This is an optimization exercise on Yosys and OpenROAD, whose aim is small area, not a production implementation.
Only simulation tests tie the RTL to the original design; equivalence was not proved.

## exp/indigo
## ddr_traffic_driver
module ddr_traffic_driver #(
  parameter int MAX_ROW  = 3,
  parameter int MAX_COL  = 16,
  parameter int MAX_BANK = 3
) (
  input  logic                        clk,
  input  logic                        reset_n,
  input  logic                        local_ready,
  input  logic                        local_wdata_req,
  input  logic                        local_rdata_valid,
  input  ddr_traffic_pkg::data_word_t local_rdata,
  output ddr_traffic_pkg::mem_addr_t  local_addr,
  output logic                        local_write_req,
  output logic                        local_read_req,
  output ddr_traffic_pkg::data_word_t local_wdata,
  output ddr_traffic_pkg::byte_en_t   local_be,
  output ddr_traffic_pkg::byte_en_t   pnf_per_byte,
  output logic                        pnf_persist,
  output logic                        test_complete,
  output logic [7:0]                  test_status
);
==> flow/config.mk <==
export PLATFORM = sky130hd
export DESIGN_NAME = ddr_traffic_driver
export DESIGN_NICKNAME = ddr_traffic_driver
export VERILOG_FILES = /design/flow/design.v
export SDC_FILE = /design/flow/constraint.sdc
export NUM_CORES = 4
export LEC_CHECK = 0
export ABC_AREA = 1
export CAP_MARGIN = 20
export CORE_MARGIN = 2
export CORE_UTILIZATION = 55
export CTS_BUF_LIST = sky130_fd_sc_hd__clkbuf_8 sky130_fd_sc_hd__clkbuf_4
export SLEW_MARGIN = 20
==> flow/constraint.sdc <==
create_clock -name core_clock -period 5.0 [get_ports {clk}]
set_input_delay 1.0000 -clock core_clock [delete_from_list [all_inputs] [get_ports {clk}]]
set_output_delay 1.0000 -clock core_clock [all_outputs]
set_load 0.01 [all_outputs]
standard.sh (not shown) runs the stock make flow with config.mk's settings and CLKGATE_MAP_FILE= SYNTH_SCRIPT=/design/flow/synth_recipe.tcl, a recipe that flattens the netlist after the stock synthesis.
==> flow/flow/run.sh <==
#!/bin/bash
# The standard layout with these changes: synthesis maps the logic with an area-oriented ABC
# script (flow/abc_map.script) and without Yosys's half/full adder extraction, the port
# buffers use the smallest buffer, and clock tree synthesis adds no dummy loads.
set -euo pipefail
export MY_ABC_SCRIPT="$PWD/flow/abc_map.script"
export BUFFER_PORTS_ARGS="-buffer_cell sky130_fd_sc_hd__buf_1"
export CTS_ARGS="-sink_clustering_enable -repair_clock_nets -buf_list {sky130_fd_sc_hd__clkbuf_8 sky130_fd_sc_hd__clkbuf_4} -dont_use_dummy_load"
bash standard.sh "SYNTH_SCRIPT=$PWD/flow/synth.tcl" "ADDER_MAP_FILE=" finish > standard.log 2>&1
==> flow/flow/abc_map.script <==
strash
&get -n
&dch -f
&nf -R 1000
&put
topo
==> flow/flow/synth.tcl <==
# The standard flow's synthesis script (synth_recipe.tcl), with an area-oriented ABC script for the
# technology mapping of the logic between the registers
proc synth {args} { yosys synth -nofsm -noshare {*}$args }
proc abc {args} {
  set i [lsearch -exact $args -script]
  if {$i >= 0} { set args [lreplace $args $i [expr {$i + 1}] -script $::env(MY_ABC_SCRIPT)] }
  yosys abc {*}$args
}
source $::env(SCRIPTS_DIR)/synth.tcl
# left out here: clear keep_hierarchy, flatten, clean up, hide names made inside functions, write 1_2_yosys.v
Per the final summary, exp/indigo finished and its layout is clean on timing, DRC and antenna.
## Diff of input files: exp/willow against exp/indigo
==> flow/flow/run.sh <==
#!/bin/bash
# The standard layout with three changes: synthesis maps the logic with an area-oriented ABC
# script (flow/abc_map.script) and without Yosys's half/full adder extraction, and the port
# buffers use the smallest buffer.
set -euo pipefail
export MY_ABC_SCRIPT="$PWD/flow/abc_map.script"
export BUFFER_PORTS_ARGS="-buffer_cell sky130_fd_sc_hd__buf_1"
bash standard.sh "SYNTH_SCRIPT=$PWD/flow/synth.tcl" "ADDER_MAP_FILE=" finish > standard.log 2>&1
==> flow/flow/abc_map.script <==
strash
&get -n
&dch -f
&nf -R 1000
&put
strash
dch -f
amap
==> comparison <==
Reported for exp/willow and exp/indigo, number of buffers created by CTS turned out identical to the last digit.
exp/willow vs exp/indigo — post-route clock period utilization rose 9.5 points.
Cells: exp/willow has more instances than exp/indigo
exp/willow ends up with a clock-buffer cell count that is 1 higher than in exp/indigo.
Between exp/willow and exp/indigo, the tightest hold margin figures differ only marginally.
exp/willow against exp/indigo: ratio of routed vias to standard cells now sits higher, worst setup slack shrank by 0.47 ns, sequential share of layout area comparable, core utilization climbed 2.2 points.
Setup changes, exp/willow to exp/cedar
==> flow/flow/run.sh <==
#!/bin/bash
# The standard layout with two changes: synthesis maps the logic with an area-oriented ABC
# script (flow/abc_map.script), and the port buffers use the smallest buffer.
set -euo pipefail
export MY_ABC_SCRIPT="$PWD/flow/abc_map.script"
export BUFFER_PORTS_ARGS="-buffer_cell sky130_fd_sc_hd__buf_1"
bash standard.sh "SYNTH_SCRIPT=$PWD/flow/synth.tcl" finish > standard.log 2>&1
==> flow/flow/abc_map.script <==
strash
&get -n
&dch -f
&nf -R 1000
&put
topo
Findings:
- Row worst hold slack: exp/cedar higher / exp/willow lower
- Cell count: exp/cedar lower than exp/willow
- On met3 track demand over resource in global routing: exp/cedar sits below exp/willow.
- Worst setup path startpoint = u_data_gen.s[2]$_DFFE_PN0P_: exp/cedar; worst setup path startpoint = u_data_gen.s[0]$_DFFE_PN1P_: exp/willow

[port drivers added, routing unchanged]
Ports are ideal in the flow. The routed layouts listed here were re-timed in OpenROAD.
Step 1 sets driving cells, clkbuf_16 on the clock port and buf_2 on the other inputs (assumed; they add their load-dependent delay and slew).
Step 2, shift: input delay + t, output delay - t, t = (earliest + latest rising clock arrival at the registers) / 2. This alone moves slack from input paths to output paths.
Three values: ideal ports, drivers, drivers and shift; two values: the first two.
| run | t (ns) | setup slack, ns | hold slack, ns | worst setup path after step 2 | worst data-port slew with drivers (ns) |
|---|---|---|---|---|---|
| exp/indigo | 0.392 | 0.671 / 0.634 / 1.026 | 0.358 / 0.358 / 0.358 | register to output | 0.07 |
| exp/willow | 0.415 | 0.198 / 0.160 / 0.575 | 0.359 / 0.359 / 0.359 | register to output | 0.07 |
| exp/cedar | 0.393 | 0.392 / 0.357 / 0.750 | 0.369 / 0.369 / 0.369 | register to output | 0.08 |
After both steps every run listed still meets setup and hold.
